This is an optimization exercise on Yosys and OpenROAD, whose aim is small area, a short achievable clock period and few clock cycles per item, not a production implementation.
Function was checked by simulation only, so behaviour that the tests miss may differ from the original.

==> inputs of 10-21 <==
==> flow/design.v (excerpt) <==
module triangle_tangent_frame (
   input  logic        clock,
   input  logic        reset,
   input  logic        req_valid,
   output logic        req_ready,
   input  logic [31:0] req_pos_x,
   input  logic [31:0] req_pos_y,
   input  logic [31:0] req_pos_z,
   input  logic [31:0] req_tex_u,
   input  logic [31:0] req_tex_v,
   output logic        rsp_valid,
   input  logic        rsp_ready,
   output logic [15:0] rsp_tangent_x,
   output logic [15:0] rsp_tangent_y,
   output logic [15:0] rsp_tangent_z,
   output logic [15:0] rsp_bitan_x,
   output logic [15:0] rsp_bitan_y,
   output logic [15:0] rsp_bitan_z,
   output logic [1:0]  rsp_vertex_slot,
   output logic        rsp_degenerate,
   output logic        rsp_last_of_triangle
);
Settings: LEC_CHECK=0, CAP_MARGIN=20, CORE_MARGIN=2, CORE_UTILIZATION=40, SETUP_SLACK_MARGIN=3, SLEW_MARGIN=20, TNS_END_PERCENT=10; clock period 11.0 ns.
run.sh (not shown) runs the stock make flow with config.mk's settings and CLKGATE_MAP_FILE= SYNTH_SCRIPT=/design/flow/synth_recipe.tcl, a recipe that flattens the netlist after the stock synthesis.
==> 10-24 (differences from 10-21) <==
--- a/flow/design.v
+++ b/flow/design.v
@@ -417,12 +417,12 @@
    end
    always_ff @(posedge clock) begin
       if (m_adv) begin
          acc_ff <= m_y;
          if (mcyc_ff == C_DET) flip_ff <= acc_ff[AW-1];
-         if (mcyc_ff == 5'd1 || mcyc_ff == 5'd4) raw_ff[0] <= m_y;
-         if (mcyc_ff == 5'd2 || mcyc_ff == 5'd5) raw_ff[1] <= m_y;
+         if (mcyc_ff == 5'd2 || mcyc_ff == 5'd5) raw_ff[0] <= acc_ff;
+         if (mcyc_ff == 5'd3 || mcyc_ff == 5'd6) raw_ff[1] <= acc_ff;
          if (mcyc_ff == C_NT || mcyc_ff == C_NB) begin
             sv_ff[nslot][0] <= nz_s0;
             sv_ff[nslot][2] <= nz_s2;
             neg_ff[nslot]   <= nz_neg;
             zero_ff[nslot]  <= nz_zero;
- TNS_END_PERCENT: 10 -> unset
==> 08-23 (differences from 10-21) <==
--- a/flow/design.v
+++ b/flow/design.v
@@ -205,11 +205,11 @@
    localparam int NB = NORM_BITS;
    localparam logic [4:0] C_DET  = 5'd1;
    localparam logic [4:0] C_NT   = 5'd4;
    localparam logic [4:0] C_TAKE = 5'd5;    
    localparam logic [4:0] C_NB   = 5'd7;
-   localparam logic [4:0] C_PT   = 5'd9;
+   localparam logic [4:0] C_PT   = 5'd8;
    localparam logic [4:0] C_LAST = 5'd10;
    logic [1:0]           corner_ff;
    logic [4:0][31:0]     c0_ff;                  
    logic signed [DW-1:0] e0_ff [3];
    logic signed [DW-1:0] du0_ff, dv0_ff;
@@ -228,11 +228,11 @@
    logic [3:0]           sbusy_ff;               
    logic [3:0]           sfree;
    logic [1:0]           nslot;
    logic [AW-1:0]        m_y;
    logic                 m_stall, m_start, m_last, m_adv;
-   logic                 is_deg, push_deg, push_t, push_b, pb_ff;
+   logic                 is_deg, push_deg, push_t, push_b;
    logic [4:0]           m_nx;
    logic                 m_fetch;
    logic signed [DW-1:0] f_a1, f_a2, f_b1, f_b2;
    logic                 f_sub2, f_acc;
    logic signed [DW-1:0] opa1_ff, opa2_ff;
@@ -375,29 +375,28 @@
       end
    end
    assign is_deg   = (acc_ff == '0);
    assign push_deg = mrun_ff && (mcyc_ff == C_DET) && is_deg;
    assign push_t   = mrun_ff && (mcyc_ff == C_PT);
-   assign push_b   = pb_ff;
+   assign push_b   = mrun_ff && (mcyc_ff == C_LAST);
    assign m_stall  = mrun_ff && ((push_deg && (sq_in_ready != 2'b11)) ||
                                  (push_t && !sq_in_ready[0]) ||
                                  (push_b && !sq_in_ready[1]) ||
                                  ((mcyc_ff == C_NT || mcyc_ff == C_NB) &&
                                   sbusy_ff[nslot] && !sfree[nslot]));
    assign m_adv    = mrun_ff && !m_stall;
-   assign m_last   = m_adv && (push_deg || mcyc_ff == C_LAST);
+   assign m_last   = m_adv && (push_deg || push_b);
    assign m_start  = (!mrun_ff || m_last) && (corner_ff == 2'd2) && req_valid && !c2_take;
    assign sq_in_valid[0] = m_adv && (push_deg || push_t);
-   assign sq_in_valid[1] = (m_adv && push_deg) || (push_b && sq_in_ready[1]);
+   assign sq_in_valid[1] = m_adv && (push_deg || push_b);
    always_ff @(posedge clock) begin
       if (reset) begin
          corner_ff <= '0;
          mrun_ff   <= 1'b0;
          mcyc_ff   <= '0;
          sbusy_ff  <= '0;
          tpar_ff   <= 1'b0;
-         pb_ff     <= 1'b0;
       end else begin
          if (req_fire) corner_ff <= (corner_ff == 2'd2) ? 2'd0 : corner_ff + 2'd1;
          if (m_start) begin
             mrun_ff <= 1'b1;
             mcyc_ff <= '0;
@@ -409,12 +408,10 @@
             if (m_adv && (mcyc_ff == C_NT || mcyc_ff == C_NB) && nslot == 2'(k))
                sbusy_ff[k] <= 1'b1;
             else if (sfree[k]) sbusy_ff[k] <= 1'b0;
          end
          if (m_last) tpar_ff <= !tpar_ff;
-         if (m_adv && mcyc_ff == C_LAST) pb_ff <= 1'b1;
-         else if (sq_in_valid[1])        pb_ff <= 1'b0;
       end
    end
    always_ff @(posedge clock) begin
       if (m_adv) begin
          acc_ff <= m_y;
@@ -436,11 +433,11 @@
          .clock     (clock),
          .reset     (reset),
          .in_valid  (sq_in_valid[v]),
          .in_ready  (sq_in_ready[v]),
          .in_deg    (push_deg),
-         .in_rad    (acc_ff[SQ_IN_W-1:0]),
+         .in_rad    (m_y[SQ_IN_W-1:0]),
          .out_valid (sq_out_valid[v]),
          .out_ready (sq_out_ready[v]),
          .out_deg   (sq_out_deg[v]),
          .out_root  (sq_root[v])
       );
- TNS_END_PERCENT: 10 -> unset
==> 09-20 (differences from 10-21) <==
--- a/flow/design.v
+++ b/flow/design.v
@@ -205,11 +205,11 @@
    localparam int NB = NORM_BITS;
    localparam logic [4:0] C_DET  = 5'd1;
    localparam logic [4:0] C_NT   = 5'd4;
    localparam logic [4:0] C_TAKE = 5'd5;    
    localparam logic [4:0] C_NB   = 5'd7;
-   localparam logic [4:0] C_PT   = 5'd9;
+   localparam logic [4:0] C_PT   = 5'd8;
    localparam logic [4:0] C_LAST = 5'd10;
    logic [1:0]           corner_ff;
    logic [4:0][31:0]     c0_ff;                  
    logic signed [DW-1:0] e0_ff [3];
    logic signed [DW-1:0] du0_ff, dv0_ff;
@@ -228,34 +228,37 @@
    logic [3:0]           sbusy_ff;               
    logic [3:0]           sfree;
    logic [1:0]           nslot;
    logic [AW-1:0]        m_y;
    logic                 m_stall, m_start, m_last, m_adv;
-   logic                 is_deg, push_deg, push_t, push_b, pb_ff;
+   logic                 is_deg, push_deg, push_t, push_b;
    logic [4:0]           m_nx;
    logic                 m_fetch;
    logic signed [DW-1:0] f_a1, f_a2, f_b1, f_b2;
    logic                 f_sub2, f_acc;
    logic signed [DW-1:0] opa1_ff, opa2_ff;
    logic [3*NBR-1:0]     enc1_ff, enc2_ff, f_enc1, f_enc2;
    logic                 accen_ff;
    logic [1:0]           sq_in_ready, sq_out_valid, sq_out_ready, sq_out_deg;
    logic [1:0]           sq_in_valid;
    logic [ROOT_W-1:0]    sq_root [2];
-   logic [1:0]           dv_par_ff, dv_busy_ff, dv_deg_ff, dv_zero_ff;
+   logic [1:0]           dv_par_ff, dv_busy_ff, dv_full_ff, dv_deg_ff, dv_zero_ff;
    logic [3:0]           dv_cnt_ff [2];
    logic [2:0]           dv_neg_ff [2];
    logic [ROOT_W-1:0]    dv_den_ff [2];
-   logic [1:0]           dv_load, dv_done, dv_ldeg;
+   logic [1:0]           dv_load, dv_done, dv_write, dv_ldeg;
    logic [1:0]           dv_slot [2];
    logic [ROOT_W-1:0]    dv_root [2];
    logic [DV_STEPS-1:0]  dv_q [2][3];
+   logic [DV_STEPS-1:0]  dv_qn [2][3];
    logic [NUM_W-1:0]     dv_num [2][3];
    logic [1:0]           have_ff;                
-   logic                 release_out;
    logic [1:0]           slot_ff;
+   logic [QW-1:0]        outq_ff [6];            
+   logic [5:0]           outn_ff;
    logic [QW-1:0]        outv [6];
+   logic                 degen_ff;
    logic                 rsp_fire;
    assign rv = {req_pos_x, req_pos_y, req_pos_z, req_tex_u, req_tex_v};
    assign c2_take   = m_adv && (mcyc_ff == C_TAKE || push_deg);
    assign req_ready = (corner_ff != 2'd2) || c2_take;
    assign req_fire  = req_valid && req_ready;
@@ -289,23 +292,23 @@
          5'd3:  begin f_a1 = e0_ff[2]; f_b1 = dl[4];  f_a2 = dl[2];    f_b2 = dv0_ff; end
          5'd4:  begin f_a1 = dl[0];    f_b1 = du0_ff; f_a2 = e0_ff[0]; f_b2 = dl[3];  end
          5'd5:  begin f_a1 = dl[1];    f_b1 = du0_ff; f_a2 = e0_ff[1]; f_b2 = dl[3];  end
          5'd6:  begin f_a1 = dl[2];    f_b1 = du0_ff; f_a2 = e0_ff[2]; f_b2 = dl[3];  end
          5'd7:  begin
-            f_a1 = DW'(sv_ff[{tpar_ff, 1'b0}][0]); f_a2 = DW'(sv_ff[{tpar_ff, 1'b0}][2]);
+            f_a1 = DW'(sv_ff[{tpar_ff, 1'b0}][0]); f_a2 = DW'(sv_ff[{tpar_ff, 1'b0}][1]);
             f_sub2 = 1'b0;
          end
          5'd8:  begin
-            f_a1 = DW'(sv_ff[{tpar_ff, 1'b0}][1]);
+            f_a1 = DW'(sv_ff[{tpar_ff, 1'b0}][2]);
             f_sub2 = 1'b0; f_acc = 1'b1;
          end
          5'd9:  begin
-            f_a1 = DW'(sv_ff[{tpar_ff, 1'b1}][0]); f_a2 = DW'(sv_ff[{tpar_ff, 1'b1}][2]);
+            f_a1 = DW'(sv_ff[{tpar_ff, 1'b1}][0]); f_a2 = DW'(sv_ff[{tpar_ff, 1'b1}][1]);
             f_sub2 = 1'b0;
          end
          default: begin
-            f_a1 = DW'(sv_ff[{tpar_ff, 1'b1}][1]);
+            f_a1 = DW'(sv_ff[{tpar_ff, 1'b1}][2]);
             f_sub2 = 1'b0; f_acc = 1'b1;
          end
       endcase
       if (m_nx >= 5'd7) begin
          f_b1 = f_a1;
@@ -338,66 +341,64 @@
       .enc1   (enc1_ff),
       .enc2   (enc2_ff),
       .acc    (acc_ff),
       .y      (m_y)
    );
-   logic [NB-1:0] nz_s0, nz_s1, nz_s2;
+   logic [NB-1:0] nz_s [3];
    logic [2:0]    nz_neg;
-   logic          nz_zero, nz_second;
-   logic [6:0]    nz_lz, lz_ff;
+   logic          nz_zero;
    always_comb begin
       logic [AW-1:0] mg [3];
       logic [AW-1:0] rw [3];
-      logic [AW-1:0] w, sa, sb;
+      logic [AW-1:0] w;
+      logic [6:0]    lz;
       rw[0] = raw_ff[0];
       rw[1] = raw_ff[1];
       rw[2] = acc_ff;
       for (int i = 0; i < 3; i++) begin
          mg[i]     = rw[i][AW-1] ? (~rw[i] + 1'b1) : rw[i];
          nz_neg[i] = rw[i][AW-1] ^ flip_ff;
       end
-      w     = mg[0] | mg[1] | mg[2];
-      nz_lz = 7'd0;
+      w  = mg[0] | mg[1] | mg[2];
+      lz = 7'd0;
       for (int k = 0; k < AW; k++) begin
-         if (w[k]) nz_lz = 7'(AW - 1 - k);
+         if (w[k]) lz = 7'(AW - 1 - k);
       end
       nz_zero = (w == '0);
-      sa      = mg[2] << nz_lz;
-      sb      = nz_second ? (mg[1] << lz_ff) : (mg[0] << nz_lz);
-      nz_s2   = sa[AW-1 -: NB];
-      nz_s0   = sb[AW-1 -: NB];
-      nz_s1   = sb[AW-1 -: NB];
+      for (int i = 0; i < 3; i++) begin
+         logic [AW-1:0] sh;
+         sh = mg[i] << lz;
+         nz_s[i] = sh[AW-1 -: NB];
+      end
    end
-   assign nz_second = (mcyc_ff == C_NT + 5'd1) || (mcyc_ff == C_NB + 5'd1);
-   assign nslot     = {tpar_ff, (mcyc_ff == C_NB) || (mcyc_ff == C_NB + 5'd1)};
+   assign nslot    = {tpar_ff, mcyc_ff == C_NB};
    always_comb begin
       for (int k = 0; k < 4; k++) begin
          sfree[k] = dv_load[k % 2] && !dv_ldeg[k % 2] && (dv_par_ff[k % 2] == (k / 2));
       end
    end
    assign is_deg   = (acc_ff == '0);
    assign push_deg = mrun_ff && (mcyc_ff == C_DET) && is_deg;
    assign push_t   = mrun_ff && (mcyc_ff == C_PT);
-   assign push_b   = pb_ff;
+   assign push_b   = mrun_ff && (mcyc_ff == C_LAST);
    assign m_stall  = mrun_ff && ((push_deg && (sq_in_ready != 2'b11)) ||
                                  (push_t && !sq_in_ready[0]) ||
                                  (push_b && !sq_in_ready[1]) ||
                                  ((mcyc_ff == C_NT || mcyc_ff == C_NB) &&
                                   sbusy_ff[nslot] && !sfree[nslot]));
    assign m_adv    = mrun_ff && !m_stall;
-   assign m_last   = m_adv && (push_deg || mcyc_ff == C_LAST);
+   assign m_last   = m_adv && (push_deg || push_b);
    assign m_start  = (!mrun_ff || m_last) && (corner_ff == 2'd2) && req_valid && !c2_take;
    assign sq_in_valid[0] = m_adv && (push_deg || push_t);
-   assign sq_in_valid[1] = (m_adv && push_deg) || (push_b && sq_in_ready[1]);
+   assign sq_in_valid[1] = m_adv && (push_deg || push_b);
    always_ff @(posedge clock) begin
       if (reset) begin
          corner_ff <= '0;
          mrun_ff   <= 1'b0;
          mcyc_ff   <= '0;
          sbusy_ff  <= '0;
          tpar_ff   <= 1'b0;
-         pb_ff     <= 1'b0;
       end else begin
          if (req_fire) corner_ff <= (corner_ff == 2'd2) ? 2'd0 : corner_ff + 2'd1;
          if (m_start) begin
             mrun_ff <= 1'b1;
             mcyc_ff <= '0;
@@ -409,52 +410,48 @@
             if (m_adv && (mcyc_ff == C_NT || mcyc_ff == C_NB) && nslot == 2'(k))
                sbusy_ff[k] <= 1'b1;
             else if (sfree[k]) sbusy_ff[k] <= 1'b0;
          end
          if (m_last) tpar_ff <= !tpar_ff;
-         if (m_adv && mcyc_ff == C_LAST) pb_ff <= 1'b1;
-         else if (sq_in_valid[1])        pb_ff <= 1'b0;
       end
    end
    always_ff @(posedge clock) begin
       if (m_adv) begin
          acc_ff <= m_y;
          if (mcyc_ff == C_DET) flip_ff <= acc_ff[AW-1];
          if (mcyc_ff == 5'd1 || mcyc_ff == 5'd4) raw_ff[0] <= m_y;
          if (mcyc_ff == 5'd2 || mcyc_ff == 5'd5) raw_ff[1] <= m_y;
          if (mcyc_ff == C_NT || mcyc_ff == C_NB) begin
-            sv_ff[nslot][0] <= nz_s0;
-            sv_ff[nslot][2] <= nz_s2;
-            neg_ff[nslot]   <= nz_neg;
-            zero_ff[nslot]  <= nz_zero;
-            lz_ff           <= nz_lz;
+            for (int i = 0; i < 3; i++) sv_ff[nslot][i] <= nz_s[i];
+            neg_ff[nslot]  <= nz_neg;
+            zero_ff[nslot] <= nz_zero;
          end
-         if (nz_second) sv_ff[nslot][1] <= nz_s1;
       end
    end
    for (genvar v = 0; v < 2; v++) begin : g_sq
       ttf_sqrt u_sqrt (
          .clock     (clock),
          .reset     (reset),
          .in_valid  (sq_in_valid[v]),
          .in_ready  (sq_in_ready[v]),
          .in_deg    (push_deg),
-         .in_rad    (acc_ff[SQ_IN_W-1:0]),
+         .in_rad    (m_y[SQ_IN_W-1:0]),
          .out_valid (sq_out_valid[v]),
          .out_ready (sq_out_ready[v]),
          .out_deg   (sq_out_deg[v]),
          .out_root  (sq_root[v])
       );
    end
-   assign rsp_fire    = rsp_valid && rsp_ready;
-   assign release_out = rsp_fire && (slot_ff == 2'd2);
+   assign rsp_fire = rsp_valid && rsp_ready;
    for (genvar k = 0; k < 2; k++) begin : g_dv
       assign dv_ldeg[k] = sq_out_deg[k];
       assign dv_root[k] = sq_root[k];
       assign dv_slot[k] = {dv_par_ff[k], 1'(k)};
       assign dv_done[k] = dv_busy_ff[k] && (dv_cnt_ff[k] == 4'd0);
-      assign dv_load[k]  = sq_out_valid[k] && !dv_busy_ff[k] && (!have_ff[k] || release_out);
+      assign dv_write[k] = (dv_full_ff[k] || dv_done[k]) && !have_ff[k];
+      assign dv_load[k]  = sq_out_valid[k] && (!dv_busy_ff[k] || dv_write[k]) &&
+                           (!dv_full_ff[k] || dv_write[k]);
       assign sq_out_ready[k] = dv_load[k];
       always_comb begin
          for (int i = 0; i < 3; i++) begin
             dv_num[k][i] = NUM_W'({sv_ff[dv_slot[k]][i], Q_SHIFT'(0)}) + NUM_W'(dv_root[k] >> 1);
          end
@@ -465,28 +462,28 @@
             .load    (dv_load[k]),
             .run     (dv_busy_ff[k]),
             .num     (dv_num[k][i]),
             .den     (dv_den_ff[k]),
             .quot    (dv_q[k][i]),
-            .quot_nx ()
+            .quot_nx (dv_qn[k][i])
          );
       end
       always_ff @(posedge clock) begin
          if (reset) begin
             dv_par_ff[k]  <= 1'b0;
             dv_busy_ff[k] <= 1'b0;
-            have_ff[k]    <= 1'b0;
+            dv_full_ff[k] <= 1'b0;
          end else begin
             if (dv_load[k]) begin
                dv_par_ff[k]  <= !dv_par_ff[k];
                dv_busy_ff[k] <= !dv_ldeg[k];
-               have_ff[k]    <= dv_ldeg[k];
+               dv_full_ff[k] <= dv_ldeg[k];
             end else if (dv_done[k]) begin
                dv_busy_ff[k] <= 1'b0;
-               have_ff[k]    <= 1'b1;
-            end else if (release_out) begin
-               have_ff[k]    <= 1'b0;
+               dv_full_ff[k] <= !dv_write[k];
+            end else if (dv_write[k]) begin
+               dv_full_ff[k] <= 1'b0;
             end
          end
       end
       always_ff @(posedge clock) begin
          if (dv_load[k]) begin
@@ -496,34 +493,39 @@
             dv_zero_ff[k] <= zero_ff[dv_slot[k]];
             dv_cnt_ff[k]  <= 4'(DV_CYC - 1);
          end else if (dv_busy_ff[k]) begin
             dv_cnt_ff[k]  <= dv_cnt_ff[k] - 4'd1;
          end
+         if (dv_write[k]) begin
+            for (int i = 0; i < 3; i++) begin
+               outq_ff[3*k + i] <= (dv_zero_ff[k] || dv_deg_ff[k]) ? '0 :
+                                   QW'(dv_busy_ff[k] ? dv_qn[k][i] : dv_q[k][i]);
+               outn_ff[3*k + i] <= dv_neg_ff[k][i];
+            end
+            if (k == 0) degen_ff <= dv_deg_ff[k];
+         end
       end
    end
    always_ff @(posedge clock) begin
       if (reset) begin
+         have_ff <= 2'b00;
          slot_ff <= 2'd0;
       end else begin
+         if (rsp_fire && slot_ff == 2'd2) have_ff <= 2'b00;
+         else                             have_ff <= have_ff | dv_write;
          if (rsp_fire) slot_ff <= (slot_ff == 2'd2) ? 2'd0 : slot_ff + 2'd1;
       end
    end
    always_comb begin
-      for (int k = 0; k < 2; k++) begin
-         for (int i = 0; i < 3; i++) begin
-            logic [QW-1:0] q;
-            q = (dv_zero_ff[k] || dv_deg_ff[k]) ? '0 : QW'(dv_q[k][i]);
-            outv[3*k + i] = dv_neg_ff[k][i] ? (~q + 1'b1) : q;
-         end
-      end
+      for (int i = 0; i < 6; i++) outv[i] = outn_ff[i] ? (~outq_ff[i] + 1'b1) : outq_ff[i];
    end
    assign rsp_valid            = (have_ff == 2'b11);
    assign rsp_tangent_x        = outv[0];
    assign rsp_tangent_y        = outv[1];
    assign rsp_tangent_z        = outv[2];
    assign rsp_bitan_x          = outv[3];
    assign rsp_bitan_y          = outv[4];
    assign rsp_bitan_z          = outv[5];
    assign rsp_vertex_slot      = slot_ff;
-   assign rsp_degenerate       = dv_deg_ff[0];
+   assign rsp_degenerate       = degen_ff;
    assign rsp_last_of_triangle = (slot_ff == 2'd2);
 endmodule
- SETUP_SLACK_MARGIN: 3 -> unset
- TNS_END_PERCENT: 10 -> unset
==> qor summary <==
| item | 09-20 | 10-21 | 10-24 | 08-23 |
|---|---|---|---|---|
| Final non-clock buffer share | 0.0427 | 0.0671 | 0.0882 | 0.0842 |
| Maximum achievable frequency | 95.9 MHz | 106 MHz | 109 MHz | 107 MHz |
| Inserted Diodes | 75 | 72 | 90 | 36 |
| Flop2flop setup slack | 0.58 ns | 1.61 ns | 1.82 ns | 1.64 ns |
| First-pass GRT wire length | 1290000 um | 1200000 um | 1260000 um | 1200000 um |
| Cell variety after synth | 120 | 111 | 111 | 114 |
| Number of non-clock inverters in the layout | 1667 | 1688 | 1672 | 1716 |
| CTS resizes | 0 | 627 | 1302 | 1426 |
| Global-route met1 utilization | 0.459 | 0.437 | 0.463 | 0.445 |
| Area used by multi-input combinational logic | 133000 um^2 | 137000 um^2 | 139000 um^2 | 139000 um^2 |
| Critical path startpoint | opa1_ff[19] | acc_ff[0] | enc2_ff[23] | opa2_ff[9] |
| Status | complete, no violations | complete, no violations | complete, no violations | complete, no violations |
| XOR/XNOR Fraction of Synth Area | 0.0991 | 0.0983 | 0.0979 | 0.0980 |
| Clock buffer and inverter area fraction after layout | 0.0359 | 0.0323 | 0.0323 | 0.0316 |
| Syn Area/Cell | 8.95 um^2 | 8.94 um^2 | 8.98 um^2 | 9.03 um^2 |
| Number of clock buffers in the layout | 282 | 257 | 262 | 248 |
| Sink of the worst hold path | outn_ff[2] | dv_den_ff[0][0] | dv_den_ff[0][0] | dv_den_ff[1][0] |
| Vert. Die Dim | 707 um | 704 um | 703 um | 701 um |
| Later-pin clock latency in the skew report | 1.05 ns | 1.02 ns | 1.02 ns | 1.04 ns |
Testbench counts of 10-21, summed over its fixed seeds: cycles 3,078, triangles 256.
Testbench counts of 10-24, summed over its fixed seeds: cycles 3,078, triangles 256.
Testbench counts of 08-23, summed over its fixed seeds: cycles 3,057, triangles 256.
Testbench counts of 09-20, summed over its fixed seeds: cycles 3,057, triangles 256.

[port drivers added, routing unchanged]
The results above use ideal ports. As a check the final layouts listed here were re-extracted and re-timed, cells and wires unchanged.
Step 1 assumes that a clkbuf_16 drives the clock port and a buf_2 every other input.
Step 2 adds t to the input delays and takes it off the output delays; t is the mean of the earliest and latest rising clock arrival at the registers after step 1. Input paths then give back, and output paths get back, about the clock's delay inside the block.
a / b / c = ideal ports / drivers / drivers and shift; a / b = the first two.
run	t, ns	setup slack, ns	worst register clock-pin slew, ns	worst data-port slew with drivers (ns)	cell pins on the clock port's net
10-21	1.100	1.608 / 1.608 / 0.984	0.08 / 0.08	0.21	1
10-24	1.096	1.823 / 1.823 / 1.823	0.08 / 0.08	0.26	1
08-23	1.084	1.645 / 1.645 / 1.645	0.08 / 0.08	0.33	1
09-20	1.087	0.576 / 0.576 / 0.576	0.08 / 0.08	0.34	1
After both steps setup and hold are still met in every run listed. For 10-21, which loses most, drivers alone change the setup slack by 0.000 ns; drivers and shift together by -0.624 ns.
